Context: an optimization exercise on an open-source flow, tuned for small area, a short achievable clock period and few clock cycles per item. The choices shown serve that exercise and are no tape-out recipe.
Where RTL was checked, it was by simulation tests only, not by an equivalence proof against the original.
The RTL of run 4 was laid out without a check of its function.
No activity file was given, so power comes from the tool's default toggle rates.

## flow/run.sh

```bash
#!/bin/bash
# synth_recipe.tcl (not shown) runs the flow's synth.tcl, then flattens the netlist and writes it again
# the make line also repeats each setting of config.mk as NAME=value (left out here)
make -C /OpenROAD-flow-scripts/flow DESIGN_CONFIG=/design/flow/config.mk WORK_HOME=/design/flow/orfs CLKGATE_MAP_FILE= SYNTH_SCRIPT=/design/flow/synth_recipe.tcl finish
```

## flow/config.mk

```make
export PLATFORM = sky130hd
export DESIGN_NAME = gray_quantizer_with_dither
export DESIGN_NICKNAME = gray_quantizer_with_dither
export VERILOG_FILES = /design/flow/design.v
export SDC_FILE = /design/flow/constraint.sdc
export NUM_CORES = 4
export LEC_CHECK = 0
export ABC_AREA = 1
export CAP_MARGIN = 20
export CORE_MARGIN = 2
export CORE_UTILIZATION = 45
export CTS_BUF_LIST = sky130_fd_sc_hd__clkbuf_4 sky130_fd_sc_hd__clkbuf_8
export CTS_CLUSTER_SIZE = 40
export SETUP_SLACK_MARGIN = 3.8
export SLEW_MARGIN = 20
```

## flow/constraint.sdc

```tcl
create_clock -name core_clock -period 8.0 [get_ports {clk}]
set_input_delay 1.6000 -clock core_clock [delete_from_list [all_inputs] [get_ports {clk}]]
set_output_delay 1.6000 -clock core_clock [all_outputs]
set_load 0.01 [all_outputs]
```

## flow/design.v

```verilog
`default_nettype none
package gqd_pkg;
  localparam int PIX_W       = 8;
  localparam int NOISE_W     = 16;
  localparam int LVL_W       = 9;
  localparam int DIM_W       = 13;
  localparam int POS_W       = 12;
  localparam int ADDR_W      = 4;
  localparam int DATA_W      = 32;
  localparam logic [LVL_W-1:0] LEVELS_RST = 9'd16;
  localparam logic [DIM_W-1:0] WIDTH_RST  = 13'd640;
  localparam logic [DIM_W-1:0] HEIGHT_RST = 13'd480;
  typedef enum logic [1:0] {
    REG_LEVELS = 2'd0,
    REG_DITHER = 2'd1,
    REG_WIDTH  = 2'd2,
    REG_HEIGHT = 2'd3
  } gqd_reg_t;
endpackage
`default_nettype wire
`default_nettype none
module gqd_div (
  input  wire logic [7:0] a,
  input  wire logic [6:0] mf,
  output logic      [7:0] prod
);
  logic ws1;
  logic wc1;
  logic ws2;
  logic wc2;
  logic ws3;
  logic wc3;
  logic ws4;
  logic wc4;
  logic ws5;
  logic wc5;
  logic ws6;
  logic wc6;
  logic ws7;
  logic wc7;
  logic ws8;
  logic wc8;
  logic ws9;
  logic wc9;
  logic ws10;
  logic wc10;
  logic ws11;
  logic wc11;
  logic ws12;
  logic wc12;
  logic ws13;
  logic wc13;
  logic ws14;
  logic wc14;
  logic ws15;
  logic wc15;
  logic ws16;
  logic wc16;
  logic ws17;
  logic wc17;
  logic ws18;
  logic wc18;
  logic ws19;
  logic wc19;
  logic ws20;
  logic wc20;
  logic ws21;
  logic wc21;
  logic ws22;
  logic wc22;
  logic ws23;
  logic wc23;
  logic ws24;
  logic wc24;
  logic ws25;
  logic wc25;
  logic ws26;
  logic wc26;
  logic ws27;
  logic wc27;
  logic ws28;
  logic wc28;
  logic ws29;
  logic wc29;
  logic ws30;
  logic wc30;
  logic ws31;
  logic wc31;
  logic ws32;
  logic wc32;
  logic ws33;
  logic wc33;
  logic ws34;
  logic wc34;
  logic ws35;
  logic wc35;
  assign ws1 = (a[0] & mf[6]) ^ (a[1] & mf[5]);
  assign wc1 = (a[0] & mf[6]) & (a[1] & mf[5]);
  assign ws2 = (a[1] & mf[6]) ^ (a[2] & mf[5]) ^ (a[3] & mf[4]);
  assign wc2 = ((a[1] & mf[6]) & (a[2] & mf[5])) | ((a[1] & mf[6]) & (a[3] & mf[4])) | ((a[2] & mf[5]) & (a[3] & mf[4]));
  assign ws3 = (a[2] & mf[6]) ^ (a[3] & mf[5]);
  assign wc3 = (a[2] & mf[6]) & (a[3] & mf[5]);
  assign ws4 = (a[0] & mf[4]) ^ (a[1] & mf[3]);
  assign wc4 = (a[0] & mf[4]) & (a[1] & mf[3]);
  assign ws5 = (a[0] & mf[5]) ^ (a[1] & mf[4]) ^ (a[2] & mf[3]);
  assign wc5 = ((a[0] & mf[5]) & (a[1] & mf[4])) | ((a[0] & mf[5]) & (a[2] & mf[3])) | ((a[1] & mf[4]) & (a[2] & mf[3]));
  assign ws6 = (a[3] & mf[2]) ^ (a[4] & mf[1]);
  assign wc6 = (a[3] & mf[2]) & (a[4] & mf[1]);
  assign ws7 = (a[2] & mf[4]) ^ (a[3] & mf[3]) ^ (a[4] & mf[2]);
  assign wc7 = ((a[2] & mf[4]) & (a[3] & mf[3])) | ((a[2] & mf[4]) & (a[4] & mf[2])) | ((a[3] & mf[3]) & (a[4] & mf[2]));
  assign ws8 = (a[5] & mf[1]) ^ (a[6] & mf[0]) ^ ws1;
  assign wc8 = ((a[5] & mf[1]) & (a[6] & mf[0])) | ((a[5] & mf[1]) & ws1) | ((a[6] & mf[0]) & ws1);
  assign ws9 = (a[4] & mf[3]) ^ (a[5] & mf[2]) ^ (a[6] & mf[1]);
  assign wc9 = ((a[4] & mf[3]) & (a[5] & mf[2])) | ((a[4] & mf[3]) & (a[6] & mf[1])) | ((a[5] & mf[2]) & (a[6] & mf[1]));
  assign ws10 = (a[0] | (a[7] & mf[0])) ^ wc1 ^ ws2;
  assign wc10 = ((a[0] | (a[7] & mf[0])) & wc1) | ((a[0] | (a[7] & mf[0])) & ws2) | (wc1 & ws2);
  assign ws11 = (a[4] & mf[4]) ^ (a[5] & mf[3]) ^ (a[6] & mf[2]);
  assign wc11 = ((a[4] & mf[4]) & (a[5] & mf[3])) | ((a[4] & mf[4]) & (a[6] & mf[2])) | ((a[5] & mf[3]) & (a[6] & mf[2]));
  assign ws12 = (a[1] | (a[7] & mf[1])) ^ wc2 ^ ws3;
  assign wc12 = ((a[1] | (a[7] & mf[1])) & wc2) | ((a[1] | (a[7] & mf[1])) & ws3) | (wc2 & ws3);
  assign ws13 = (a[3] & mf[6]) ^ (a[4] & mf[5]) ^ (a[5] & mf[4]);
  assign wc13 = ((a[3] & mf[6]) & (a[4] & mf[5])) | ((a[3] & mf[6]) & (a[5] & mf[4])) | ((a[4] & mf[5]) & (a[5] & mf[4]));
  assign ws14 = (a[6] & mf[3]) ^ (a[2] | (a[7] & mf[2])) ^ wc3;
  assign wc14 = ((a[6] & mf[3]) & (a[2] | (a[7] & mf[2]))) | ((a[6] & mf[3]) & wc3) | ((a[2] | (a[7] & mf[2])) & wc3);
  assign ws15 = (a[4] & mf[6]) ^ (a[5] & mf[5]) ^ (a[6] & mf[4]);
  assign wc15 = ((a[4] & mf[6]) & (a[5] & mf[5])) | ((a[4] & mf[6]) & (a[6] & mf[4])) | ((a[5] & mf[5]) & (a[6] & mf[4]));
  assign ws16 = (a[0] & mf[3]) ^ (a[1] & mf[2]);
  assign wc16 = (a[0] & mf[3]) & (a[1] & mf[2]);
  assign ws17 = (a[2] & mf[2]) ^ (a[3] & mf[1]) ^ (a[4] & mf[0]);
  assign wc17 = ((a[2] & mf[2]) & (a[3] & mf[1])) | ((a[2] & mf[2]) & (a[4] & mf[0])) | ((a[3] & mf[1]) & (a[4] & mf[0]));
  assign ws18 = (a[5] & mf[0]) ^ wc4 ^ ws5;
  assign wc18 = ((a[5] & mf[0]) & wc4) | ((a[5] & mf[0]) & ws5) | (wc4 & ws5);
  assign ws19 = wc5 ^ wc6 ^ ws7;
  assign wc19 = (wc5 & wc6) | (wc5 & ws7) | (wc6 & ws7);
  assign ws20 = wc7 ^ wc8 ^ ws9;
  assign wc20 = (wc7 & wc8) | (wc7 & ws9) | (wc8 & ws9);
  assign ws21 = wc9 ^ wc10 ^ ws11;
  assign wc21 = (wc9 & wc10) | (wc9 & ws11) | (wc10 & ws11);
  assign ws22 = wc11 ^ wc12 ^ ws13;
  assign wc22 = (wc11 & wc12) | (wc11 & ws13) | (wc12 & ws13);
  assign ws23 = (a[3] | (a[7] & mf[3])) ^ wc13 ^ wc14;
  assign wc23 = ((a[3] | (a[7] & mf[3])) & wc13) | ((a[3] | (a[7] & mf[3])) & wc14) | (wc13 & wc14);
  assign ws24 = (a[5] & mf[6]) ^ (a[6] & mf[5]) ^ (a[4] | (a[7] & mf[4]));
  assign wc24 = ((a[5] & mf[6]) & (a[6] & mf[5])) | ((a[5] & mf[6]) & (a[4] | (a[7] & mf[4]))) | ((a[6] & mf[5]) & (a[4] | (a[7] & mf[4])));
  assign ws25 = (a[0] & mf[2]) ^ (a[1] & mf[1]);
  assign wc25 = (a[0] & mf[2]) & (a[1] & mf[1]);
  assign ws26 = (a[2] & mf[1]) ^ (a[3] & mf[0]) ^ ws16;
  assign wc26 = ((a[2] & mf[1]) & (a[3] & mf[0])) | ((a[2] & mf[1]) & ws16) | ((a[3] & mf[0]) & ws16);
  assign ws27 = ws4 ^ wc16 ^ ws17;
  assign wc27 = (ws4 & wc16) | (ws4 & ws17) | (wc16 & ws17);
  assign ws28 = ws6 ^ wc17 ^ ws18;
  assign wc28 = (ws6 & wc17) | (ws6 & ws18) | (wc17 & ws18);
  assign ws29 = ws8 ^ wc18 ^ ws19;
  assign wc29 = (ws8 & wc18) | (ws8 & ws19) | (wc18 & ws19);
  assign ws30 = ws10 ^ wc19 ^ ws20;
  assign wc30 = (ws10 & wc19) | (ws10 & ws20) | (wc19 & ws20);
  assign ws31 = ws12 ^ wc20 ^ ws21;
  assign wc31 = (ws12 & wc20) | (ws12 & ws21) | (wc20 & ws21);
  assign ws32 = ws14 ^ wc21 ^ ws22;
  assign wc32 = (ws14 & wc21) | (ws14 & ws22) | (wc21 & ws22);
  assign ws33 = ws15 ^ wc22 ^ ws23;
  assign wc33 = (ws15 & wc22) | (ws15 & ws23) | (wc22 & ws23);
  assign ws34 = wc15 ^ wc23 ^ ws24;
  assign wc34 = (wc15 & wc23) | (wc15 & ws24) | (wc23 & ws24);
  assign ws35 = (a[6] & mf[6]) ^ (a[5] | (a[7] & mf[5])) ^ wc24;
  assign wc35 = ((a[6] & mf[6]) & (a[5] | (a[7] & mf[5]))) | ((a[6] & mf[6]) & wc24) | ((a[5] | (a[7] & mf[5])) & wc24);
  logic [14:0] row_a, row_b;
  assign row_a = {a[7], (a[6] | (a[7] & mf[6])), wc34, wc33, wc32, wc31, wc30, wc29, wc28, wc27, wc26, wc25, (a[2] & mf[0]), (a[0] & mf[1]), (a[0] & mf[0])};
  assign row_b = {1'b0, wc35, ws35, ws34, ws33, ws32, ws31, ws30, ws29, ws28, ws27, ws26, ws25, (a[1] & mf[0]), 1'b0};
  logic [14:0] sum;
  assign sum  = row_a + row_b;
  assign prod = sum[14:7];
endmodule
module gqd_mulr (
  input  wire logic [7:0] v,
  input  wire logic [7:0] n,
  output logic      [7:0] x
);
  logic ws1;
  logic wc1;
  logic ws2;
  logic wc2;
  logic ws3;
  logic wc3;
  logic ws4;
  logic wc4;
  logic ws5;
  logic wc5;
  logic ws6;
  logic wc6;
  logic ws7;
  logic wc7;
  logic ws8;
  logic wc8;
  logic ws9;
  logic wc9;
  logic ws10;
  logic wc10;
  logic ws11;
  logic wc11;
  logic ws12;
  logic wc12;
  logic ws13;
  logic wc13;
  logic ws14;
  logic wc14;
  logic ws15;
  logic wc15;
  logic ws16;
  logic wc16;
  logic ws17;
  logic wc17;
  logic ws18;
  logic wc18;
  logic ws19;
  logic wc19;
  logic ws20;
  logic wc20;
  logic ws21;
  logic wc21;
  logic ws22;
  logic wc22;
  logic ws23;
  logic wc23;
  assign ws1 = (v[0] & n[6]) ^ (v[1] & n[5]);
  assign wc1 = (v[0] & n[6]) & (v[1] & n[5]);
  assign ws2 = (v[0] & n[7]) ^ (v[1] & n[6]) ^ (v[2] & n[5]);
  assign wc2 = ((v[0] & n[7]) & (v[1] & n[6])) | ((v[0] & n[7]) & (v[2] & n[5])) | ((v[1] & n[6]) & (v[2] & n[5]));
  assign ws3 = (v[3] & n[4]) ^ (v[4] & n[3]);
  assign wc3 = (v[3] & n[4]) & (v[4] & n[3]);
  assign ws4 = (v[0] & n[4]) ^ (v[1] & n[3]);
  assign wc4 = (v[0] & n[4]) & (v[1] & n[3]);
  assign ws5 = (v[0] & n[5]) ^ (v[1] & n[4]) ^ (v[2] & n[3]);
  assign wc5 = ((v[0] & n[5]) & (v[1] & n[4])) | ((v[0] & n[5]) & (v[2] & n[3])) | ((v[1] & n[4]) & (v[2] & n[3]));
  assign ws6 = (v[3] & n[2]) ^ (v[4] & n[1]);
  assign wc6 = (v[3] & n[2]) & (v[4] & n[1]);
  assign ws7 = (v[2] & n[4]) ^ (v[3] & n[3]) ^ (v[4] & n[2]);
  assign wc7 = ((v[2] & n[4]) & (v[3] & n[3])) | ((v[2] & n[4]) & (v[4] & n[2])) | ((v[3] & n[3]) & (v[4] & n[2]));
  assign ws8 = (v[5] & n[1]) ^ (v[6] & n[0]) ^ ws1;
  assign wc8 = ((v[5] & n[1]) & (v[6] & n[0])) | ((v[5] & n[1]) & ws1) | ((v[6] & n[0]) & ws1);
  assign ws9 = (v[5] & n[2]) ^ (v[6] & n[1]) ^ (v[7] & n[0]);
  assign wc9 = ((v[5] & n[2]) & (v[6] & n[1])) | ((v[5] & n[2]) & (v[7] & n[0])) | ((v[6] & n[1]) & (v[7] & n[0]));
  assign ws10 = wc1 ^ ws2 ^ ws3;
  assign wc10 = (wc1 & ws2) | (wc1 & ws3) | (ws2 & ws3);
  assign ws11 = (v[0] & n[3]) ^ (v[1] & n[2]);
  assign wc11 = (v[0] & n[3]) & (v[1] & n[2]);
  assign ws12 = (v[2] & n[2]) ^ (v[3] & n[1]) ^ (v[4] & n[0]);
  assign wc12 = ((v[2] & n[2]) & (v[3] & n[1])) | ((v[2] & n[2]) & (v[4] & n[0])) | ((v[3] & n[1]) & (v[4] & n[0]));
  assign ws13 = (v[5] & n[0]) ^ wc4 ^ ws5;
  assign wc13 = ((v[5] & n[0]) & wc4) | ((v[5] & n[0]) & ws5) | (wc4 & ws5);
  assign ws14 = wc5 ^ wc6 ^ ws7;
  assign wc14 = (wc5 & wc6) | (wc5 & ws7) | (wc6 & ws7);
  assign ws15 = wc7 ^ wc8 ^ ws9;
  assign wc15 = (wc7 & wc8) | (wc7 & ws9) | (wc8 & ws9);
  assign ws16 = wc2 ^ wc3 ^ wc9;
  assign wc16 = (wc2 & wc3) | (wc2 & wc9) | (wc3 & wc9);
  assign ws17 = (v[0] & n[2]) ^ (v[1] & n[1]);
  assign wc17 = (v[0] & n[2]) & (v[1] & n[1]);
  assign ws18 = (v[2] & n[1]) ^ (v[3] & n[0]) ^ ws11;
  assign wc18 = ((v[2] & n[1]) & (v[3] & n[0])) | ((v[2] & n[1]) & ws11) | ((v[3] & n[0]) & ws11);
  assign ws19 = ws4 ^ wc11 ^ ws12;
  assign wc19 = (ws4 & wc11) | (ws4 & ws12) | (wc11 & ws12);
  assign ws20 = ws6 ^ wc12 ^ ws13;
  assign wc20 = (ws6 & wc12) | (ws6 & ws13) | (wc12 & ws13);
  assign ws21 = ws8 ^ wc13 ^ ws14;
  assign wc21 = (ws8 & wc13) | (ws8 & ws14) | (wc13 & ws14);
  assign ws22 = ws10 ^ wc14 ^ ws15;
  assign wc22 = (ws10 & wc14) | (ws10 & ws15) | (wc14 & ws15);
  assign ws23 = wc10 ^ wc15 ^ ws16;
  assign wc23 = (wc10 & wc15) | (wc10 & ws16) | (wc15 & ws16);
  logic [7:0] row_a, row_b;
  assign row_a = {wc21, wc20, wc19, wc18, wc17, (v[2] & n[0]), (v[0] & n[1]), (v[0] & n[0])};
  assign row_b = {ws22, ws21, ws20, ws19, ws18, ws17, (v[1] & n[0]), 1'b0};
  logic [7:0] na, nb, csa_s, csa_c;
  assign na = ~row_a;
  assign nb = ~row_b;
  assign csa_s = na ^ nb ^ 8'd130;
  assign csa_c = (na & nb) | ((na | nb) & 8'd130);
  assign x = csa_s + (csa_c << 1);
endmodule
`default_nettype wire
`default_nettype none
module gqd_build
(
  input  wire logic [8:0] levels,
  output logic [2:0]      shift,
  output logic [6:0]      mul,
  output logic            big,
  output logic            pow2
);
  logic [7:0] nm1;
  logic [7:0] d;
  always_comb begin
    nm1   = levels[7:0] - 1'b1;           
    big   = levels > 9'd128;
    pow2  = !big && ((levels & (levels - 1'b1)) == 9'd0);
    shift = nm1[6] ? 3'd7 : nm1[5] ? 3'd6 : nm1[4] ? 3'd5 : nm1[3] ? 3'd4 :
            nm1[2] ? 3'd3 : nm1[1] ? 3'd2 : nm1[0] ? 3'd1 : 3'd0;
    if (levels == 9'd0) begin
      shift = 3'd0;
    end
    d = (levels == 9'd0) ? 8'd128 : 8'(levels[7:0] << (3'd7 - shift));
    case (6'(d - 8'd65))
      6'd0: mul = 7'd125;
      6'd1: mul = 7'd121;
      6'd2: mul = 7'd117;
      6'd3: mul = 7'd113;
      6'd4: mul = 7'd110;
      6'd5: mul = 7'd107;
      6'd6: mul = 7'd103;
      6'd7: mul = 7'd100;
      6'd8: mul = 7'd97;
      6'd9: mul = 7'd94;
      6'd10: mul = 7'd91;
      6'd11: mul = 7'd88;
      6'd12: mul = 7'd85;
      6'd13: mul = 7'd83;
      6'd14: mul = 7'd80;
      6'd15: mul = 7'd77;
      6'd16: mul = 7'd75;
      6'd17: mul = 7'd72;
      6'd18: mul = 7'd70;
      6'd19: mul = 7'd68;
      6'd20: mul = 7'd65;
      6'd21: mul = 7'd63;
      6'd22: mul = 7'd61;
      6'd23: mul = 7'd59;
      6'd24: mul = 7'd57;
      6'd25: mul = 7'd55;
      6'd26: mul = 7'd53;
      6'd27: mul = 7'd51;
      6'd28: mul = 7'd49;
      6'd29: mul = 7'd47;
      6'd30: mul = 7'd45;
      6'd31: mul = 7'd43;
      6'd32: mul = 7'd41;
      6'd33: mul = 7'd40;
      6'd34: mul = 7'd38;
      6'd35: mul = 7'd36;
      6'd36: mul = 7'd35;
      6'd37: mul = 7'd33;
      6'd38: mul = 7'd32;
      6'd39: mul = 7'd30;
      6'd40: mul = 7'd29;
      6'd41: mul = 7'd27;
      6'd42: mul = 7'd26;
      6'd43: mul = 7'd24;
      6'd44: mul = 7'd23;
      6'd45: mul = 7'd21;
      6'd46: mul = 7'd20;
      6'd47: mul = 7'd19;
      6'd48: mul = 7'd17;
      6'd49: mul = 7'd16;
      6'd50: mul = 7'd15;
      6'd51: mul = 7'd14;
      6'd52: mul = 7'd13;
      6'd53: mul = 7'd11;
      6'd54: mul = 7'd10;
      6'd55: mul = 7'd9;
      6'd56: mul = 7'd8;
      6'd57: mul = 7'd7;
      6'd58: mul = 7'd6;
      6'd59: mul = 7'd5;
      6'd60: mul = 7'd4;
      6'd61: mul = 7'd3;
      6'd62: mul = 7'd2;
      6'd63: mul = 7'd0;
      default: mul = '0;
    endcase
  end
endmodule
`default_nettype wire
`default_nettype none
module gqd_pipe
(
  input  wire logic        clk,
  input  wire logic        rst_n,
  input  wire logic [7:0]  n_lo_i,      
  input  wire logic [2:0]  shift_i,     
  input  wire logic [6:0]  mul_i,
  input  wire logic        big_i,
  input  wire logic        pow2_i,
  input  wire logic        dither_i,
  input  wire logic [12:0] width_i,
  input  wire logic [12:0] height_i,
  input  wire logic        in_valid,
  output logic             in_ready,
  input  wire logic [23:0] in_data,
  output logic             out_valid,
  input  wire logic        out_ready,
  output logic [8:0]       out_data
);
  localparam int PW = gqd_pkg::POS_W;
  logic en, accept;
  logic out_valid_r;
  assign en       = !out_valid_r || out_ready;
  assign in_ready = en;
  assign accept   = in_valid && en;
  logic [PW-1:0] col_r, row_r;
  logic [PW:0]   col_p1, row_p1;
  logic          row_end, plane_end, pos;
  always_comb begin
    col_p1    = {1'b0, col_r} + 1'b1;
    row_p1    = {1'b0, row_r} + 1'b1;
    row_end   = col_p1[PW] || (col_p1 >= width_i);
    plane_end = row_end && (row_p1[PW] || (row_p1 >= height_i));
    pos       = !(col_r[0] ^ row_r[0]);
  end
  always_ff @(posedge clk) begin
    if (!rst_n) begin
      col_r <= '0;
      row_r <= '0;
    end else if (accept) begin
      col_r <= row_end ? '0 : col_p1[PW-1:0];
      if (row_end) begin
        row_r <= plane_end ? '0 : row_p1[PW-1:0];
      end
    end
  end
  logic       s1_v, s1_pe, s1_up, s1_inc;
  logic [7:0] s1_p;
  logic [6:0] s1_fh;
  always_ff @(posedge clk) begin
    if (!rst_n) begin
      s1_v <= 1'b0;
    end else if (en) begin
      s1_v <= accept;
    end
    if (en) begin
      s1_pe   <= plane_end;
      s1_p    <= in_data[23:16];
      s1_fh   <= dither_i ? in_data[15:9] : 7'd0;
      s1_up   <= dither_i && pos;
      s1_inc  <= dither_i && (pos ? (in_data[15:0] != 16'd0) :
                                    (in_data[15:0] == 16'hFFFF && pow2_i));
    end
  end
  logic [7:0] p1;
  gqd_div u_div1 (
    .a    ({1'b0, s1_fh}),
    .mf   (mul_i),
    .prod (p1)
  );
  logic       s2_v, s2_pe, s2_up, s2_inc;
  logic [7:0] s2_p;
  logic [7:0] s2_prod;
  always_ff @(posedge clk) begin
    if (!rst_n) begin
      s2_v <= 1'b0;
    end else if (en) begin
      s2_v <= s1_v;
    end
    if (en) begin
      s2_pe   <= s1_pe;
      s2_p    <= s1_p;
      s2_up   <= s1_up;
      s2_inc  <= s1_inc;
      s2_prod <= big_i ? 8'd0 : p1;
    end
  end
  logic [6:0] q1;
  logic [8:0] vsum;
  logic [7:0] v;
  always_comb begin
    q1   = 7'(s2_prod >> shift_i);
    vsum = {1'b0, s2_p} + ({2'b00, q1} ^ {9{!s2_up}}) + {8'd0, s2_up ? s2_inc : !s2_inc};
    v    = vsum[8] ? {8{s2_up}} : vsum[7:0];
  end
  logic       s3_v, s3_pe;
  logic [7:0] s3_vp;
  always_ff @(posedge clk) begin
    if (!rst_n) begin
      s3_v <= 1'b0;
    end else if (en) begin
      s3_v <= s2_v;
    end
    if (en) begin
      s3_pe <= s2_pe;
      s3_vp <= v;
    end
  end
  logic [7:0] x, y;
  logic       sgn;
  gqd_mulr u_mulr (
    .v (s3_vp),
    .n (n_lo_i),
    .x (x)
  );
  always_comb begin
    sgn = x[7] && (x[6:0] != 7'd0);
    y   = x ^ {8{sgn}};
  end
  logic       s4_v, s4_pe, s4_sgn;
  logic [7:0] s4_vp, s4_y;
  always_ff @(posedge clk) begin
    if (!rst_n) begin
      s4_v <= 1'b0;
    end else if (en) begin
      s4_v <= s3_v;
    end
    if (en) begin
      s4_pe  <= s3_pe;
      s4_vp  <= s3_vp;
      s4_y   <= y;
      s4_sgn <= sgn;
    end
  end
  logic [7:0] p2;
  gqd_div u_div2 (
    .a    (s4_y),
    .mf   (mul_i),
    .prod (p2)
  );
  logic       s5_v, s5_pe, s5_sgn;
  logic [7:0] s5_vp;
  logic [7:0] s5_prod;
  always_ff @(posedge clk) begin
    if (!rst_n) begin
      s5_v <= 1'b0;
    end else if (en) begin
      s5_v <= s4_v;
    end
    if (en) begin
      s5_pe   <= s4_pe;
      s5_vp   <= s4_vp;
      s5_sgn  <= s4_sgn;
      s5_prod <= big_i ? 8'd0 : p2;
    end
  end
  logic [7:0] q2;
  logic [8:0] osum;
  logic [7:0] opix;
  always_comb begin
    q2   = 8'(s5_prod >> shift_i);
    osum = {1'b0, s5_vp} + ({1'b0, q2} ^ {9{s5_sgn}});
    opix = osum[8] ? 8'hFF : osum[7:0];
  end
  logic [8:0] out_data_r;
  always_ff @(posedge clk) begin
    if (!rst_n) begin
      out_valid_r <= 1'b0;
    end else if (en) begin
      out_valid_r <= s5_v;
    end
    if (en) begin
      out_data_r <= {opix, s5_pe};
    end
  end
  assign out_valid = out_valid_r;
  assign out_data  = out_data_r;
endmodule
`default_nettype wire
`default_nettype none
module gray_quantizer_with_dither
(
  input  wire logic              clk,
  input  wire logic              rst_n,
  input  wire logic              in_valid,
  output logic                   in_ready,
  input  wire logic [23:0]       in_data,
  output logic                   out_valid,
  input  wire logic              out_ready,
  output logic [8:0]             out_data,
  input  wire logic              psel,
  input  wire logic              penable,
  input  wire logic              pwrite,
  input  wire logic [gqd_pkg::ADDR_W-1:0] paddr,
  input  wire logic [gqd_pkg::DATA_W-1:0] pwdata,
  output logic [gqd_pkg::DATA_W-1:0]      prdata,
  output logic                   pready
);
  logic [gqd_pkg::LVL_W-1:0] levels_r;
  logic                      dither_r;
  logic [gqd_pkg::DIM_W-1:0] width_r;
  logic [gqd_pkg::DIM_W-1:0] height_r;
  logic [7:0]                n_lo;
  logic [2:0]                shift_r;
  logic [6:0]                mul_r;
  gqd_pkg::gqd_reg_t         reg_idx;
  logic                      wr_en;
  assign pready  = 1'b1;
  assign reg_idx = gqd_pkg::gqd_reg_t'(paddr[gqd_pkg::ADDR_W-1:2]);
  assign wr_en   = psel && penable && pwrite;
  always_ff @(posedge clk) begin
    if (!rst_n) begin
      levels_r <= gqd_pkg::LEVELS_RST;
      dither_r <= 1'b0;
      width_r  <= gqd_pkg::WIDTH_RST;
      height_r <= gqd_pkg::HEIGHT_RST;
    end else if (wr_en) begin
      case (reg_idx)
        gqd_pkg::REG_LEVELS: levels_r <= pwdata[gqd_pkg::LVL_W-1:0];
        gqd_pkg::REG_DITHER: dither_r <= pwdata[0];
        gqd_pkg::REG_WIDTH:  width_r  <= pwdata[gqd_pkg::DIM_W-1:0];
        gqd_pkg::REG_HEIGHT: height_r <= pwdata[gqd_pkg::DIM_W-1:0];
        default: begin
        end
      endcase
    end
  end
  logic [2:0] shift_c;
  logic [6:0] mul_c;
  logic       big_c, pow2_c;
  gqd_build u_build (
    .levels (levels_r),
    .shift  (shift_c),
    .mul    (mul_c),
    .big    (big_c),
    .pow2   (pow2_c)
  );
  always_ff @(posedge clk) begin
    shift_r <= shift_c;
    mul_r   <= mul_c;
  end
  assign n_lo = (levels_r == '0) ? 8'd1 : levels_r[7:0];
  always_comb begin
    case (reg_idx)
      gqd_pkg::REG_LEVELS: prdata = gqd_pkg::DATA_W'(levels_r);
      gqd_pkg::REG_DITHER: prdata = gqd_pkg::DATA_W'(dither_r);
      gqd_pkg::REG_WIDTH:  prdata = gqd_pkg::DATA_W'(width_r);
      gqd_pkg::REG_HEIGHT: prdata = gqd_pkg::DATA_W'(height_r);
      default:             prdata = '0;
    endcase
  end
  gqd_pipe u_pipe (
    .clk       (clk),
    .rst_n     (rst_n),
    .n_lo_i    (n_lo),
    .shift_i   (shift_r),
    .mul_i     (mul_r),
    .big_i     (big_c),
    .pow2_i    (pow2_c),
    .dither_i  (dither_r),
    .width_i   (width_r),
    .height_i  (height_r),
    .in_valid  (in_valid),
    .in_ready  (in_ready),
    .in_data   (in_data),
    .out_valid (out_valid),
    .out_ready (out_ready),
    .out_data  (out_data)
  );
endmodule
`default_nettype wire
```

==> impl_metrics.tcl, run 1 <==
set metrics [dict create \
    status "timing/DRC/antenna clean" \
    yosysWarnings 3 \
    power_density_nw_per_um2 327 \
    synth_cells 1777 \
    vias_per_cell 5.02 \
    critPathMaxFanout 8 \
    cts.sinks 167 \
    arrival_ns 2.56 \
    ir_drop_uv 339 \
    antenna_found_initial 0 \
    ys_seq_area_frac 0.306 \
    die_area_sq_um 32300 \
    final_cells 2279 \
    synthArstFlopShare 0 \
    rows 64 \
    layout.nets 2124 \
    ys_top_cells_by_area "edfxtp_1 (20%), nand2_1 (11%), dfxtp_1 (11%)" \
    fin_setup_tns_ns 0 \
    port_buffers 69 \
    rsz0062_at_grt "true" \
    pre_cts_ws_ns 2.79 \
    drt_first_iter_violations 624 \
    finish.instance_area_sq_um 15900 \
    drc 0 \
    grt_pass1_vias 11300 \
    dieWidth_microns 180 \
    synth_top_cell_area_share 0.196 \
    fp.dieH_microns 180 \
    worst_slew_pin_slew_ns 0.764 \
    holdBufCountCts 0 \
    num_antenna_cells 0 \
    place.gp.congestion 0.853 \
    multi_input_area_sq_um 8350 \
    leakage_uw 0.00791 \
    ant_nets 0 \
    setup_viol 0 \
    crit_required_ns 6.40 \
    ctsHtreeMaxLevel 4 \
    start_util 0.456 \
    synth_top_flop_cell "edfxtp_1" \
    area_delta_synth_final_pct 14.5 \
    cts_buffer_depth 2 \
    drive_gt1_frac 0.113 \
    synth_seq_cells 167 \
    worst_setup_path_start_kind "input pin" \
    hold_viol 0 \
    synth_top_area_cell "edfxtp_1" \
    overflow 0 \
    core_area_sq_um 30500 \
    cp-end-kind "output pin" \
    cts_tree "done" \
    synth_area_sq_um 13900 \
    dpl_cell_area_sq_um 14800 \
    min_path_type "reg2reg" \
    timing_worst_setup_path_type "in2out" \
    grt_max_degree 61 \
    drtPass1Iterations 5 \
    syn_avg_cell_area_sq_um 7.83 \
    cap_viol_max_count 0 \
    fillers 2917 \
    pin_count 111 \
    vias 11400 \
    slew_violations 0 \
    cts_made_buffers 17 \
    fin_crit_sh 0.520 \
    grt_pass1_wl_microns 54600 \
    postLayoutSetupSlackWorst_ns 3.84 \
    place_hpwl_microns 24700 \
    wl_per_cell_microns 14.3 \
    clkTransAtPathRegs_ns 0.09 \
    synth_edf_count 91 \
    clk_latency_ns 0.48 \
    grtUsageTotal 0.205 \
    totalWireLength_microns 32700 \
    clock_skew_ns 0.0245 \
    place_inst 2194 \
    regArea_sq_um 4300 \
    synth_cell_type_count 59 \
    fmax_ghz 0.241 \
    slew_headroom 0.491 \
    min_period_ns 4.16 \
    clockRootBuffer "clkbuf_8" \
]
-- kinds of logic (layout without fill, tap and decap cells) --
group / count (synthesis) / count (layout) / share of synthesized area
AOI/OAI and AO/OA: 256 / 256 / 0.105
xor gates and xnor gates: 61 / 61 / 0.0394
adders and majority gates: 187 / 187 / 0.207
buffers and inverters: 406 / 494 / 0.118
DFF: 167 / 167 / 0.306
muxes: 1 / 1 / 0.000720
other: 2 / 20 / 0.000540
and+or+nand+nor: 697 / 697 / 0.223
-- critical path, cell delays in order --
cell and delay, ns:
clkdlybuf4s15_2 0.26, inv_2 0.08, nor2_4 0.14, inv_2 0.11, o221ai_1 0.19, buf_2 0.18
-- power breakdown --
part | internal (uW) | switching, uW
Combinational | 1380 | 1830
Clock | 285 | 350
Sequential | 1180 | 180
-- path summary, 6_finish.rpt --
| kind | startpoint | slack (ns) | to | cells past startpoint |
|---|---|---|---|---|
| setup / recovery | paddr[3] | 3.84 | prdata[7] | 6 |
| hold / removal | u_pipe.s4_vp[1]$_DFFE_PN_ | 0.42 | u_pipe.s5_vp[1]$_DFFE_PN_ | 0 |
| setup reg to reg | u_pipe.s4_y[1]$_DFFE_PN_ | 3.98 | u_pipe.s5_prod[7]$_SDFFCE_PP0N_ | 19 |
| hold reg to reg | u_pipe.s4_vp[1]$_DFFE_PN_ | 0.42 | u_pipe.s5_vp[1]$_DFFE_PN_ | 0 |
-- layout make-up --
cell class	count	area share
tap	396	0.0311
inverter	336	0.0816
clock buffer	19	0.0160
timing repair buffer	126	0.0678
clock inverter	13	0.00919
multi-input combinational	1222	0.524
sequential	167	0.270
-- repair_timing --
action,4_1_cts,5_1_grt
gates cloned,0,0
setup buffers,19,34
gates resized for setup,82,80
pin swaps,6,26
endpoints found under the setup margin,46,62
-- per-stage QoR --
step | util | hold WS (ns) | power, uW
after global placement | 0.486 | 0.401 | 4000
after global routing | 0.522 | 0.426 | 5760
after detailed placement | 0.486 | 0.405 | 4020
after floorplan | - | 0.400 | 3440
after CTS | 0.506 | 0.418 | 4770
final | 0.522 | 0.421 | 5200
-- state kept, by name, indices dropped and copies added (netlist names), 3 cells and up --
signal	count
u_pipe.col_r	12
levels_r	9
u_pipe.out_data_r	9
u_pipe.s5_prod	8
u_pipe.s4_vp	8
width_r	13
height_r	13
u_pipe.s4_y	8
u_pipe.s3_vp	8
u_pipe.s1_fh	7
u_pipe.s2_p	8
u_pipe.s5_vp	8
u_pipe.s1_p	8
u_pipe.s2_prod	8
u_pipe.row_r	12
shift_r	3
mul_r	7
-- cells in the final DEF (no fill, tap or decap), types with 10 or more instances in the layout --
master and n:
fa_1 68, dfxtp_4 10, o21ai_1 12, clkbuf_8 18
nand2_4 10, edfxtp_1 91, nand2_1 414, o21ai_0 80
nand4_1 22, buf_4 53, inv_1 316, clkdlybuf4s50_1 52
a21o_1 11, conb_1 20, nand3_1 92, xnor2_1 10
ha_1 105, xor2_1 49, nor2_1 103, a21oi_1 96
dfxtp_1 61, o211ai_1 11
-- synth_stat cells, drive strengths merged, types with 11 or more instances --
library cell and n:
edfxtp 91, ha 115, clkbuf 44, inv 334, o21ai 95, a21o 11, dfxtp 76, fa 72
nand4 24, nand3 100, buf 26, nor2 116, o211ai 11, a21oi 102, xor2 50, nand2 431
-- routing by layer --
layer / track usage / vias to the layer above / routed length, microns
met5: 0 / - / 0
met4: 0.0517 / 0 / 554
met3: 0.0276 / 36 / 1350
met2: 0.347 / 237 / 15400
met1: 0.276 / 5332 / 15400
li1: - / 5832 / -
Testbench counts, summed over its fixed seeds: cycles 131,552, pixels 131,072.
==> inputs of run 2 (changes only) <==
==> flow/flow/run.sh (new file) <==
#!/bin/bash
# The standard layout (the standard.sh: ORFS synthesis to final layout) with two
# changes: Yosys's synth runs without its intermediate ABC pass (-noabc), so that the
# full-adder extraction sees the adders as written and the final ABC mapping does all
# technology mapping; and the ports are buffered by buf_1 cells.
export SYNTH_ARGS="-noabc"
export BUFFER_PORTS_ARGS="-buffer_cell sky130_fd_sc_hd__buf_1"
bash standard.sh > standard_flow.log 2>&1
==> flow/standard.sh (new file) <==
#!/bin/bash
# synth_recipe.tcl (not shown) runs the flow's synth.tcl, then flattens the netlist and writes it again
# the make line also repeats each setting of config.mk as NAME=value (left out here)
make -C /OpenROAD-flow-scripts/flow DESIGN_CONFIG=/design/flow/config.mk WORK_HOME=/design/flow/orfs CLKGATE_MAP_FILE= SYNTH_SCRIPT=/design/flow/synth_recipe.tcl "${@:-finish}"
removed: flow/run.sh
==> impl_metrics.tcl, run 2 <==
set metrics [dict create \
    grt_max_degree 48 \
    min_path_type "reg2reg" \
    min_period_ns 4.16 \
    overflow 0 \
    hold_viol 0 \
    drc 0 \
    netSwitchingFraction 0.456 \
    cts_buffer_depth 2 \
    p_switching_uw 2030 \
    clkTransAtPathRegs_ns 0.11 \
    pre_cts_ws_ns 3.23 \
    ys_top_cells_by_area "edfxtp_1 (21%), dfxtp_1 (11%), nand2_1 (11%)" \
    ant_nets 0 \
    seqPwrFrac 0.298 \
    cts_made_buffers 17 \
    port_buffers 69 \
    synth_top_area_cell "edfxtp_1" \
    critPathMaxFanout 7 \
    synth_most_common_cell "nand2_1" \
    vias 10800 \
    postLayoutSetupSlackWorst_ns 3.84 \
    clockRootBuffer "clkbuf_8" \
    dieWidth_microns 176 \
    grt_pass1_vias 10500 \
    place.gp.congestion 0.857 \
    clock_skew_ns 0.0295 \
    cap_viol_max_count 0 \
    crit_required_ns 8.22 \
    synth_area_sq_um 13300 \
    die_area_sq_um 30900 \
    layout_commonest_cell "nand2_1" \
    combPwrFrac 0.567 \
    slew_headroom 0.531 \
    synth_top_flop_cell "edfxtp_1" \
    arrival_ns 4.38 \
    fp.dieH_microns 176 \
    antenna_found_initial 0 \
    layout.nets 1998 \
    area_delta_synth_final_pct 12.7 \
    holdBufCountCts 0 \
    status "timing/DRC/antenna clean" \
    layout_common_cells "nand2_1 (386), inv_1 (240), ha_1 (101)" \
    pin_count 111 \
    regArea_sq_um 4300 \
    clk_latency_ns 0.47 \
    worst_slew_pin_slew_ns 0.703 \
    synth_cells 1644 \
    core_area_sq_um 28900 \
    fin_setup_tns_ns 0 \
    fmax_ghz 0.240 \
    fillers 2797 \
    cp-end-kind "flip-flop" \
    leakage_uw 0.00761 \
    wl_per_cell_microns 14.1 \
    rows 62 \
    grtUsageTotal 0.203 \
    multi_input_area_sq_um 8020 \
    place_hpwl_microns 22900 \
    start_util 0.460 \
    setup_viol 0 \
    synth_top_cell_area_share 0.206 \
    syn_avg_cell_area_sq_um 8.08 \
    synth_seq_cells 167 \
    drive_gt1_frac 0.117 \
    drt_first_iter_violations 679 \
    ir_drop_uv 271 \
    rsz0062_at_grt "true" \
    cts.sinks 167 \
    place_inst 2055 \
    worst_setup_path_start_kind "flip-flop" \
    synthArstFlopShare 0 \
    num_antenna_cells 0 \
    cts_tree "done" \
    grt_pass1_wl_microns 51200 \
    ctsHtreeMaxLevel 4 \
    yosysWarnings 3 \
    slew_violations 0 \
    totalWireLength_microns 30400 \
    fin_crit_sh 0.520 \
    drtPass1Iterations 5 \
    internal_power_uw 2420 \
    timing_worst_setup_path_type "reg2reg" \
    reg.largest.list "height_r: 13 flops, width_r: 13 flops" \
    regToRegSetupSlack_ns 3.84 \
    power_density_nw_per_um2 298 \
    pwr-share-clk 0.135 \
    final_cells 2147 \
    synth_cell_type_count 54 \
    total_power_uw 4460 \
    synth_edf_count 91 \
    synthTopCellsByCount "nand2_1 (394), inv_1 (249), ha_1 (109)" \
    vias_per_cell 5.05 \
    ys_seq_area_frac 0.320 \
]
## run 2: through the flow
| step | utilization | hold WS (ns) | instance area [sq um] |
|---|---|---|---|
| final | 0.519 | 0.417 | 15000 |
| after global routing | 0.519 | 0.418 | 15000 |
| after CTS | 0.506 | 0.419 | 14600 |
| after detailed placement | 0.479 | 0.405 | 13800 |
| after global placement | 0.479 | 0.402 | 13800 |
| after floorplan | - | 0.400 | 13400 |
## run 2: cell families after synthesis
kind of cell               count (synthesis)  share of synthesized area
xor gates and xnor gates                  67                     0.0448
AOI/OAI and AO/OA                        232                     0.0999
muxes                                      1                   0.000754
adders and majority gates                181                      0.211
and+or+nand+nor                          668                      0.221
other                                      2                   0.000566
DFF                                      167                      0.320
buffers and inverters                    326                      0.102
## run 2: path summary, 6_finish.rpt
check	endpoint	from	depth (start not counted)
min	u_pipe.s3_pe$_DFFE_PP_	u_pipe.s2_pe$_DFFE_PP_	0
max	u_pipe.s4_y[0]$_DFFE_PP_	levels_r[6]$_SDFFE_PN0P_	24
min reg2reg	u_pipe.s3_pe$_DFFE_PP_	u_pipe.s2_pe$_DFFE_PP_	0
max reg2reg	u_pipe.s4_y[0]$_DFFE_PP_	levels_r[6]$_SDFFE_PN0P_	24
## run 2: critical path, cell delays in order (launching register included)
cell and delay, ns:
dfxtp_4 0.38, inv_4 0.06, buf_6 0.10, nand3_4 0.06
nor3_4 0.23, nor2_4 0.07, inv_4 0.08, nor2_4 0.03
fa_1 0.47, fa_1 0.53, inv_2 0.05, ha_4 0.26
ha_4 0.20, a21oi_2 0.13, nand2_2 0.07, a21oi_2 0.11
nor2_1 0.04, nor2_1 0.11, xor2_1 0.18, xor2_1 0.28
inv_1 0.13, nand2_2 0.10, nand3_4 0.11, nand2_1 0.08
nand2_1 0.06
## run 2: layout make-up
cell class / count / share of cell area
well taps: 384 / 0.0321
flip-flops and latches: 167 / 0.287
clock inverters: 14 / 0.00995
inverters: 263 / 0.0683
clock buffers: 18 / 0.0161
repair buffers: 131 / 0.0497
multi-input cells: 1169 / 0.536
repair inverters: 1 / 0.000502
## run 2: per-layer routing
layer	vias up	wire length (microns)	track usage
met5	-	0	0
met4	0	269	0.0293
met3	25	1270	0.0301
met2	222	14400	0.343
met1	5080	14400	0.283
li1	5518	-	-
## run 2: power groups by stage
stage / logic (uW) / clock network [uW] / registers, uW
after floorplan: 1860 / 0 / 1240
after global placement: 2190 / 0 / 1380
after detailed placement: 2230 / 0 / 1380
after CTS: 2380 / 619 / 1340
after global routing: 2900 / 653 / 1350
final: 2530 / 600 / 1330
## run 2: what timing repair did
| action | in CTS | in global routing |
|---|---|---|
| cloned | 0 | 1 |
| pin swaps | 14 | 20 |
| endpoints found under the setup margin | 30 | 44 |
| resized for setup | 49 | 44 |
| setup buffers | 33 | 25 |
==> inputs of run 3 (changes only) <==
--- a/flow/config.mk
+++ b/flow/config.mk
@@ -5,7 +5,6 @@
 export SDC_FILE = /design/flow/constraint.sdc
 export NUM_CORES = 4
 export LEC_CHECK = 0
-export ABC_AREA = 1
 export CAP_MARGIN = 20
 export CORE_MARGIN = 2
 export CORE_UTILIZATION = 45
==> impl_metrics.tcl, run 3 <==
set metrics [dict create \
    status "timing/DRC/antenna clean" \
    cts_made_buffers 17 \
    ys_seq_area_frac 0.322 \
    hold_viol 0 \
    vias 9991 \
    rsz0062_at_grt "true" \
    clockRootBuffer "clkbuf_8" \
    synth_top_flop_cell "edfxtp_1" \
    pre_cts_ws_ns 2.69 \
    place_hpwl_microns 21200 \
    cap_viol_max_count 0 \
    rows 62 \
    cts.sinks 167 \
    synth_cells 1357 \
    grt_pass1_wl_microns 49800 \
    start_util 0.458 \
    layout_common_cells "nand2_1 (115), and2_1 (114), edfxtp_1 (91)" \
    cts_buffer_depth 2 \
    cp-end-kind "flip-flop" \
    drtPass1Iterations 5 \
    pin_count 111 \
    synth_top_cell_area_share 0.207 \
    slew_headroom 0.417 \
    clkTransAtPathRegs_ns 0.11 \
    synthArstFlopShare 0 \
    port_buffers 69 \
    syn_avg_cell_area_sq_um 9.74 \
    yosysWarnings 3 \
    worst_setup_path_start_kind "flip-flop" \
    worst_slew_pin_slew_ns 0.870 \
    fillers 2618 \
    dieWidth_microns 175 \
    ctsHtreeMaxLevel 4 \
    crit_required_ns 8.22 \
    cts_tree "done" \
    slew_violations 0 \
    hold_start "u_pipe.s1_p[4]$_DFFE_PP_" \
    ys_top_cells_by_area "edfxtp_1 (21%), dfxtp_1 (12%), fa_1 (11%)" \
    fin_crit_sh 0.600 \
    drt_first_iter_violations 560 \
    antenna_found_initial 1 \
    reg.largest.list "height_r: 13 flops, width_r: 13 flops" \
    min_path_type "reg2reg" \
    place.gp.congestion 0.864 \
    timing_worst_setup_path_type "reg2reg" \
    fin_setup_tns_ns 0 \
    synth_area_sq_um 13200 \
    synth_top_area_cell "edfxtp_1" \
    synth_cell_type_count 78 \
    drc 0 \
    critPathMaxFanout 8 \
    holdBufCountCts 0 \
    postLayoutSetupSlackWorst_ns 3.20 \
    fp.dieH_microns 175 \
    layout_commonest_cell "nand2_1" \
    critical_path.startpoint "levels_r[4]$_SDFFE_PN1P_" \
    wl_per_cell_microns 16.4 \
    synth_seq_cells 167 \
    overflow 0 \
    min_period_ns 4.80 \
    vias_per_cell 5.42 \
    core_area_sq_um 28900 \
    grt_max_degree 63 \
    power_density_nw_per_um2 201 \
    grtUsageTotal 0.200 \
    area_delta_synth_final_pct 14.5 \
    clock_skew_ns 0.0226 \
    layout.nets 1694 \
    synth_edf_count 91 \
    ir_drop_uv 103 \
    synthTopCellsByCount "and2_1 (118), nand2_1 (118), ha_1 (109)" \
    setup_viol 0 \
    fmax_ghz 0.208 \
    leakage_uw 0.00645 \
    ant_nets 0 \
    regToRegStartpoint "levels_r[4]$_SDFFE_PN1P_" \
    arrival_ns 5.02 \
    drive_gt1_frac 0.156 \
    grt_pass1_vias 10000 \
    clk_latency_ns 0.48 \
    totalWireLength_microns 30200 \
    die_area_sq_um 30800 \
]
-- run 3: path summary, 6_finish.rpt --
| path | cells after the start | slack, ns | to |
|---|---|---|---|
| worst max-delay path | 15 | 3.20 | u_pipe.s4_y[6]$_DFFE_PP_ |
| worst max register to register | 15 | 3.20 | u_pipe.s4_y[6]$_DFFE_PP_ |
| worst min-delay path | 0 | 0.42 | u_pipe.s2_p[4]$_DFFE_PP_ |
| worst min register to register | 0 | 0.42 | u_pipe.s2_p[4]$_DFFE_PP_ |
-- run 3: cell type report --
class | count | area (sq um) | share of cell area
diodes | 1 | 2.50 | 0.000165
clock buffers | 17 | 234 | 0.0155
clock inverters | 15 | 161 | 0.0107
inverters | 72 | 278 | 0.0184
multi-input cells | 1059 | 8950 | 0.591
flip-flops and latches | 167 | 4290 | 0.283
well taps | 384 | 480 | 0.0317
repair buffers | 128 | 738 | 0.0488
repair inverters | 1 | 5.00 | 0.000331
-- run 3: metrics by stage --
step	hold WS, ns	cell area, sq um	util	instances	power [uW]
3_3_place_gp	0.401	13800	0.477	1760	2220
6_report	0.419	15100	0.525	1844	3040
2_1_floorplan	0.400	13400	-	1375	2020
4_1_cts	0.412	14700	0.511	1828	2980
5_1_grt	0.426	15100	0.524	1843	3260
3_5_place_dp	0.405	13800	0.477	1760	2250
-- run 3: logic make-up after synthesis --
| family | after synthesis | synth area share |
|---|---|---|
| simple gates | 475 | 0.189 |
| fa+ha+maj | 189 | 0.218 |
| compound gates | 244 | 0.123 |
| xor+xnor | 87 | 0.0605 |
| other cells | 2 | 0.000568 |
| buf+inv | 149 | 0.0496 |
| flops | 167 | 0.322 |
| mux | 44 | 0.0383 |
-- run 3: routing by layer --
| layer | track usage | part of all wire | vias up |
|---|---|---|---|
| met1 | 0.250 | 0.44 | 4843 |
| met5 | 0 | 0 | - |
| met3 | 0.0312 | 0.033 | 33 |
| li1 | - | - | 4920 |
| met4 | 0.0623 | 0.021 | 0 |
| met2 | 0.355 | 0.50 | 195 |
-- run 3: report_power, final --
group	leakage [uW]	switching (uW)	internal [uW]
sequential	0.00164	117	1070
clock	0.000199	372	234
combinational	0.00461	632	618
-- run 3: what timing repair did --
item / in CTS / in global routing
gates resized for setup: 69 / 63
cloned: 1 / 0
endpoints found under the setup margin: 46 / 59
setup buffers: 35 / 15
pin swaps: 20 / 36
-- run 3: worst max-delay path, cell delays in order, from the launching register on --
cell	delay (ns)
dfxtp_4	0.37
or4_4	0.55
or4_4	0.49
and3_4	0.21
fa_1	0.49
fa_1	0.50
inv_2	0.05
ha_4	0.24
ha_4	0.26
inv_2	0.03
o21bai_1	0.15
a21oi_2	0.10
xnor2_2	0.15
or4_4	0.52
nor2b_4	0.18
mux2_2	0.28
==> inputs of run 4 (changes only) <==
--- a/flow/design.v
+++ b/flow/design.v
@@ -22,7 +22,9 @@
 module gqd_div (
   input  wire logic [7:0] a,
   input  wire logic [6:0] mf,
-  output logic      [7:0] prod
+  output logic      [7:0] hi_a,
+  output logic      [7:0] hi_b,
+  output logic            c7
 );
   logic ws1;
   logic wc1;
@@ -167,9 +169,11 @@
   logic [14:0] row_a, row_b;
   assign row_a = {a[7], (a[6] | (a[7] & mf[6])), wc34, wc33, wc32, wc31, wc30, wc29, wc28, wc27, wc26, wc25, (a[2] & mf[0]), (a[0] & mf[1]), (a[0] & mf[0])};
   assign row_b = {1'b0, wc35, ws35, ws34, ws33, ws32, ws31, ws30, ws29, ws28, ws27, ws26, ws25, (a[1] & mf[0]), 1'b0};
-  logic [14:0] sum;
-  assign sum  = row_a + row_b;
-  assign prod = sum[14:7];
+  logic [7:0] lo;
+  assign lo   = row_a[6:0] + row_b[6:0];
+  assign c7   = lo[7];
+  assign hi_a = row_a[14:7];
+  assign hi_b = row_b[14:7];
 endmodule
 module gqd_mulr (
   input  wire logic [7:0] v,
@@ -392,9 +396,9 @@
 );
   localparam int PW = gqd_pkg::POS_W;
   logic en, accept;
-  logic out_valid_r;
-  assign en       = !out_valid_r || out_ready;
-  assign in_ready = en;
+  logic sk_valid_r, rdy_r;
+  assign en       = !sk_valid_r;
+  assign in_ready = rdy_r;             
   assign accept   = in_valid && en;
   logic [PW-1:0] col_r, row_r;
   logic [PW:0]   col_p1, row_p1;
@@ -429,21 +433,23 @@
     if (en) begin
       s1_pe   <= plane_end;
       s1_p    <= in_data[23:16];
-      s1_fh   <= dither_i ? in_data[15:9] : 7'd0;
+      s1_fh   <= (dither_i && !big_i) ? in_data[15:9] : 7'd0;    
       s1_up   <= dither_i && pos;
       s1_inc  <= dither_i && (pos ? (in_data[15:0] != 16'd0) :
                                     (in_data[15:0] == 16'hFFFF && pow2_i));
     end
   end
-  logic [7:0] p1;
+  logic [7:0] p1a, p1b;
+  logic       p1c;
   gqd_div u_div1 (
     .a    ({1'b0, s1_fh}),
     .mf   (mul_i),
-    .prod (p1)
+    .hi_a (p1a),
+    .hi_b (p1b),
+    .c7   (p1c)
   );
-  logic       s2_v, s2_pe, s2_up, s2_inc;
-  logic [7:0] s2_p;
-  logic [7:0] s2_prod;
+  logic       s2_v, s2_pe, s2_up, s2_inc, s2_pc;
+  logic [7:0] s2_p, s2_pa, s2_pb;
   always_ff @(posedge clk) begin
     if (!rst_n) begin
       s2_v <= 1'b0;
@@ -451,18 +457,20 @@
       s2_v <= s1_v;
     end
     if (en) begin
-      s2_pe   <= s1_pe;
-      s2_p    <= s1_p;
-      s2_up   <= s1_up;
-      s2_inc  <= s1_inc;
-      s2_prod <= big_i ? 8'd0 : p1;
+      s2_pe  <= s1_pe;
+      s2_p   <= s1_p;
+      s2_up  <= s1_up;
+      s2_inc <= s1_inc;
+      s2_pa  <= p1a;
+      s2_pb  <= p1b;
+      s2_pc  <= p1c;
     end
   end
   logic [6:0] q1;
   logic [8:0] vsum;
   logic [7:0] v;
   always_comb begin
-    q1   = 7'(s2_prod >> shift_i);
+    q1   = 7'(8'(9'({s2_pa, 1'b1} + {s2_pb, s2_pc}) >> 1) >> shift_i);
     vsum = {1'b0, s2_p} + ({2'b00, q1} ^ {9{!s2_up}}) + {8'd0, s2_up ? s2_inc : !s2_inc};
     v    = vsum[8] ? {8{s2_up}} : vsum[7:0];
   end
@@ -486,12 +494,8 @@
     .n (n_lo_i),
     .x (x)
   );
-  always_comb begin
-    sgn = x[7] && (x[6:0] != 7'd0);
-    y   = x ^ {8{sgn}};
-  end
-  logic       s4_v, s4_pe, s4_sgn;
-  logic [7:0] s4_vp, s4_y;
+  logic       s4_v, s4_pe;
+  logic [7:0] s4_vp, s4_x;
   always_ff @(posedge clk) begin
     if (!rst_n) begin
       s4_v <= 1'b0;
@@ -499,21 +503,26 @@
       s4_v <= s3_v;
     end
     if (en) begin
-      s4_pe  <= s3_pe;
-      s4_vp  <= s3_vp;
-      s4_y   <= y;
-      s4_sgn <= sgn;
+      s4_pe <= s3_pe;
+      s4_vp <= s3_vp;
+      s4_x  <= x;
     end
   end
-  logic [7:0] p2;
+  always_comb begin
+    sgn = s4_x[7] && (s4_x[6:0] != 7'd0);
+    y   = s4_x ^ {8{sgn}};
+  end
+  logic [7:0] p2a, p2b;
+  logic       p2c;
   gqd_div u_div2 (
-    .a    (s4_y),
+    .a    (y),
     .mf   (mul_i),
-    .prod (p2)
+    .hi_a (p2a),
+    .hi_b (p2b),
+    .c7   (p2c)
   );
-  logic       s5_v, s5_pe, s5_sgn;
-  logic [7:0] s5_vp;
-  logic [7:0] s5_prod;
+  logic       s5_v, s5_pe, s5_sgn, s5_pc;
+  logic [7:0] s5_vp, s5_pa, s5_pb;
   always_ff @(posedge clk) begin
     if (!rst_n) begin
       s5_v <= 1'b0;
@@ -521,29 +530,48 @@
       s5_v <= s4_v;
     end
     if (en) begin
-      s5_pe   <= s4_pe;
-      s5_vp   <= s4_vp;
-      s5_sgn  <= s4_sgn;
-      s5_prod <= big_i ? 8'd0 : p2;
+      s5_pe  <= s4_pe;
+      s5_vp  <= s4_vp;
+      s5_sgn <= sgn;
+      s5_pa  <= p2a;
+      s5_pb  <= p2b;
+      s5_pc  <= p2c;
     end
   end
   logic [7:0] q2;
   logic [8:0] osum;
   logic [7:0] opix;
   always_comb begin
-    q2   = 8'(s5_prod >> shift_i);
+    q2   = big_i ? 8'd0 : 8'(8'(9'({s5_pa, 1'b1} + {s5_pb, s5_pc}) >> 1) >> shift_i);
     osum = {1'b0, s5_vp} + ({1'b0, q2} ^ {9{s5_sgn}});
     opix = osum[8] ? 8'hFF : osum[7:0];
   end
-  logic [8:0] out_data_r;
+  logic       out_valid_r;
+  logic [8:0] out_data_r, sk_data_r;
   always_ff @(posedge clk) begin
     if (!rst_n) begin
       out_valid_r <= 1'b0;
+      sk_valid_r  <= 1'b0;
+      rdy_r       <= 1'b1;
     end else if (en) begin
-      out_valid_r <= s5_v;
+      if (!out_valid_r || out_ready) begin
+        out_valid_r <= s5_v;
+      end else begin
+        sk_valid_r  <= s5_v;
+        rdy_r       <= !s5_v;
+      end
+    end else if (out_ready) begin
+      sk_valid_r  <= 1'b0;
+      rdy_r       <= 1'b1;
     end
     if (en) begin
-      out_data_r <= {opix, s5_pe};
+      if (!out_valid_r || out_ready) begin
+        out_data_r <= {opix, s5_pe};
+      end else begin
+        sk_data_r  <= {opix, s5_pe};
+      end
+    end else if (out_ready) begin
+      out_data_r <= sk_data_r;
     end
   end
   assign out_valid = out_valid_r;
@@ -613,13 +641,13 @@
     mul_r   <= mul_c;
   end
   assign n_lo = (levels_r == '0) ? 8'd1 : levels_r[7:0];
-  always_comb begin
+  always_ff @(posedge clk) begin
     case (reg_idx)
-      gqd_pkg::REG_LEVELS: prdata = gqd_pkg::DATA_W'(levels_r);
-      gqd_pkg::REG_DITHER: prdata = gqd_pkg::DATA_W'(dither_r);
-      gqd_pkg::REG_WIDTH:  prdata = gqd_pkg::DATA_W'(width_r);
-      gqd_pkg::REG_HEIGHT: prdata = gqd_pkg::DATA_W'(height_r);
-      default:             prdata = '0;
+      gqd_pkg::REG_LEVELS: prdata <= gqd_pkg::DATA_W'(levels_r);
+      gqd_pkg::REG_DITHER: prdata <= gqd_pkg::DATA_W'(dither_r);
+      gqd_pkg::REG_WIDTH:  prdata <= gqd_pkg::DATA_W'(width_r);
+      gqd_pkg::REG_HEIGHT: prdata <= gqd_pkg::DATA_W'(height_r);
+      default:             prdata <= '0;
     endcase
   end
   gqd_pipe u_pipe (
==> flow/run.sh (new file) <==
#!/bin/bash
# synth_recipe.tcl (not shown) runs the flow's synth.tcl, then flattens the netlist and writes it again
# the make line also repeats each setting of config.mk as NAME=value (left out here)
make -C /OpenROAD-flow-scripts/flow DESIGN_CONFIG=/design/flow/config.mk WORK_HOME=/design/flow/orfs CLKGATE_MAP_FILE= SYNTH_SCRIPT=/design/flow/synth_recipe.tcl finish
--- a/flow/config.mk
+++ b/flow/config.mk
@@ -5,10 +5,11 @@
 export SDC_FILE = /design/flow/constraint.sdc
 export NUM_CORES = 4
 export LEC_CHECK = 0
+export ABC_AREA = 1
 export CAP_MARGIN = 20
 export CORE_MARGIN = 2
 export CORE_UTILIZATION = 45
 export CTS_BUF_LIST = sky130_fd_sc_hd__clkbuf_4 sky130_fd_sc_hd__clkbuf_8
 export CTS_CLUSTER_SIZE = 40
-export SETUP_SLACK_MARGIN = 3.8
+export SETUP_SLACK_MARGIN = 4.5
 export SLEW_MARGIN = 20
removed: flow/flow/run.sh
removed: flow/standard.sh
==> impl_metrics.tcl, run 4 <==
set metrics [dict create \
    area_delta_synth_final_pct 20.7 \
    reg.largest.list "height_r: 13 flops, prdata: 13 flops, width_r: 13 flops" \
    grt_max_degree 73 \
    synth_cell_type_count 55 \
    num_antenna_cells 0 \
    clockRootBuffer "clkbuf_8" \
    ys_top_cells_by_area "edfxtp_1 (23%), dfxtp_1 (12%), nand2_1 (10%)" \
    die_area_sq_um 34500 \
    grt_pass1_vias 12000 \
    synth_cells 1837 \
    layout_commonest_cell "nand2_1" \
    crit_required_ns 8.28 \
    slew_violations 0 \
    p_switching_uw 1970 \
    start_util 0.457 \
    synth_most_common_cell "nand2_1" \
    min_path_type "reg2reg" \
    drc 0 \
    wl_per_cell_microns 14.1 \
    synth_top_cell_area_share 0.230 \
    rows 66 \
    grtUsageTotal 0.204 \
    syn_avg_cell_area_sq_um 8.10 \
    arrival_ns 4.41 \
    ys_seq_area_frac 0.352 \
    cts.sinks 205 \
    ctsHtreeMaxLevel 2 \
    cap_viol_max_count 0 \
    ir_drop_uv 158 \
    vias 12300 \
    drtPass1Iterations 5 \
    pin_count 111 \
    critPathMaxFanout 5 \
    rsz0062_at_grt "true" \
    ant_nets 0 \
    timing_worst_setup_path_type "reg2reg" \
    status "timing/DRC/antenna clean" \
    synth_top_area_cell "edfxtp_1" \
    overflow 0 \
    core_area_sq_um 32500 \
    combPwrFrac 0.486 \
    hold_viol 0 \
    antenna_found_initial 0 \
    holdBufCountCts 0 \
    grt_pass1_wl_microns 57000 \
    yosysWarnings 3 \
    pre_cts_ws_ns 3.72 \
    min_period_ns 4.13 \
    drt_first_iter_violations 658 \
    pwr-share-clk 0.216 \
    clk_latency_ns 0.54 \
    worst_setup_path_start_kind "flip-flop" \
    fillers 3011 \
    synth_area_sq_um 14900 \
    netSwitchingFraction 0.393 \
    cts_tree "done" \
    synth_seq_cells 205 \
    seqPwrFrac 0.298 \
    clock_skew_ns 0.0309 \
    leakage_uw 0.00857 \
    whs_ns 0.395 \
    synth_edf_count 114 \
    layout_common_cells "nand2_1 (382), inv_1 (314), nor2_1 (120)" \
    vias_per_cell 5.02 \
    synthArstFlopShare 0 \
    power_density_nw_per_um2 279 \
    internal_power_uw 3040 \
    fp.dieH_microns 186 \
    fmax_ghz 0.242 \
    clkTransAtPathRegs_ns 0.06 \
    synthTopCellsByCount "nand2_1 (406), inv_1 (338), nor2_1 (134)" \
    totalWireLength_microns 34600 \
    port_buffers 69 \
    slew_headroom 0.400 \
    cp-end-kind "flip-flop" \
    fin_crit_sh 0.516 \
    cts_made_buffers 37 \
    layout.nets 2229 \
    cts_buffer_depth 3 \
    place_hpwl_microns 25200 \
    drive_gt1_frac 0.160 \
    postLayoutSetupSlackWorst_ns 3.87 \
    setup_viol 0 \
    synth_top_flop_cell "edfxtp_1" \
    place.gp.congestion 0.862 \
    dieWidth_microns 186 \
    fin_setup_tns_ns 0 \
    worst_slew_pin_slew_ns 0.899 \
]
## run 4: changes by cell type after synthesis, sizes merged, moves of 22 or more
| cell | previous run | this run |
|---|---|---|
| nand2 | 119 | 421 |
| inv | 68 | 344 |
| and2 | 119 | 2 |
| nand3 | 29 | 107 |
| nor2 | 73 | 138 |
| o21ai | 42 | 81 |
| xnor2 | 55 | 18 |
| mux2i | 36 | 0 |
| a21oi | 75 | 105 |
| edfxtp | 91 | 114 |
| and3 | 23 | 1 |
## run 4: repair_timing
action | 4_1_cts | 5_1_grt
pin swaps | 42 | 21
resized for setup | 75 | 63
gates cloned | 1 | 1
endpoints found under the setup margin | 73 | 84
buffers inserted | 37 | 31
## run 4: power groups by stage
| stage | sequential [uW] | clock, uW | combinational, uW |
|---|---|---|---|
| 6_report | 1500 | 1080 | 2430 |
| 5_1_grt | 1510 | 1160 | 2800 |
| 4_1_cts | 1490 | 1110 | 2300 |
| 3_5_place_dp | 1500 | 0 | 1960 |
| 3_3_place_gp | 1500 | 0 | 1900 |
| 2_1_floorplan | 1420 | 0 | 1560 |
## run 4: cell type report
cell class	count	area [sq um]	area share
clock buffer	53	667	0.0371
clock inverter	15	158	0.00878
inverter	350	1350	0.0750
multi-input combinational	1240	8720	0.486
sequential	205	5260	0.293
tap	442	553	0.0308
timing repair buffer	140	1240	0.0691
timing repair inverter	1	7.51	0.000418
## run 4: final timing paths
kind | from | end | slack [ns] | cells past startpoint
min | u_pipe.s4_vp[2]$_DFFE_PN_ | u_pipe.s5_vp[2]$_DFFE_PN_ | 0.39 | 0
min reg2reg | u_pipe.s4_vp[2]$_DFFE_PN_ | u_pipe.s5_vp[2]$_DFFE_PN_ | 0.39 | 0
max | u_pipe.s2_pb[5]$_DFFE_PN_ | u_pipe.s3_vp[4]$_DFFE_PN_ | 3.87 | 22
max reg2reg | u_pipe.s2_pb[5]$_DFFE_PN_ | u_pipe.s3_vp[4]$_DFFE_PN_ | 3.87 | 22
## run 4: metrics by stage
| step | power, uW | utilization | instances | instance area, sq um |
|---|---|---|---|---|
| 2_1_floorplan | 2980 | - | 1855 | 15200 |
| 3_3_place_gp | 3400 | 0.494 | 2308 | 16100 |
| 3_5_place_dp | 3470 | 0.494 | 2308 | 16100 |
| 4_1_cts | 4900 | 0.537 | 2414 | 17500 |
| 5_1_grt | 5470 | 0.552 | 2446 | 18000 |
| 6_report | 5010 | 0.552 | 2446 | 18000 |
## run 4: critical path, cell delays in order (launching register included)
cell	delay, ns
edfxtp_1	0.37
ha_1	0.34
inv_1	0.08
o311ai_0	0.55
nand2_1	0.09
o21ai_0	0.12
inv_1	0.08
nand2_1	0.10
nand3_2	0.09
nand3_1	0.09
nand2_1	0.09
fa_2	0.36
fa_2	0.36
a21oi_2	0.17
o21ai_2	0.08
a21oi_2	0.16
o21bai_2	0.08
nand2_1	0.06
nand2_1	0.06
a21oi_2	0.19
nand2_2	0.13
nand2_2	0.13
o21ai_1	0.07
## run 4: kinds of logic after synthesis
kind of cell,share of synthesized area
compound gates,0.0928
simple gates,0.213
other cells,0.000505
fa+ha+maj,0.195
xor+xnor,0.0371
buf+inv,0.110
flops,0.352
## run 4: metal layers
layer | part of all wire | up-vias | wire length [microns] | GRT usage
met4 | 0.029 | 0 | 1000 | 0.0712
met3 | 0.047 | 85 | 1630 | 0.0319
li1 | - | 6146 | - | -
met5 | 0 | - | 0 | 0
met2 | 0.46 | 294 | 16100 | 0.342
met1 | 0.46 | 5764 | 15900 | 0.268

static timing again, ports no longer ideal:
How much do the figures lean on ideal ports? The routed layouts below were timed once more, with nothing changed but the port constraints.
Step 1 (the two cells are an assumption about what drives the block):
set clk [get_ports {clk}]
set_driving_cell -lib_cell sky130_fd_sc_hd__clkbuf_16 $clk
set_driving_cell -lib_cell sky130_fd_sc_hd__buf_2 [delete_from_list [all_inputs] $clk]
Step 2 adds t to the input delays and takes it off the output delays; t is the mean of the earliest and latest rising clock arrival at the registers after step 1. Input paths then give back, and output paths get back, about the clock's delay inside the block.
Three values: ideal ports, drivers, drivers and shift; two values: the first two.
| run | shift t [ns] | slack for setup (ns) | worst data-port slew with drivers (ns) | pins driven straight from the clock port |
|---|---|---|---|---|
| run 1 | 0.515 | 3.844 / 3.817 / 3.817 | 0.04 | 1 |
| run 2 | 0.502 | 3.841 / 3.841 / 3.841 | 0.03 | 1 |
| run 3 | 0.512 | 3.199 / 3.199 / 3.199 | 0.04 | 1 |
| run 4 | 0.569 | 3.869 / 3.869 / 3.869 | 0.03 | 1 |
After both steps setup and hold are still met in every run listed. The setup slack of run 1, which loses most, moves by -0.027 ns with the drivers and by -0.027 ns with both steps.
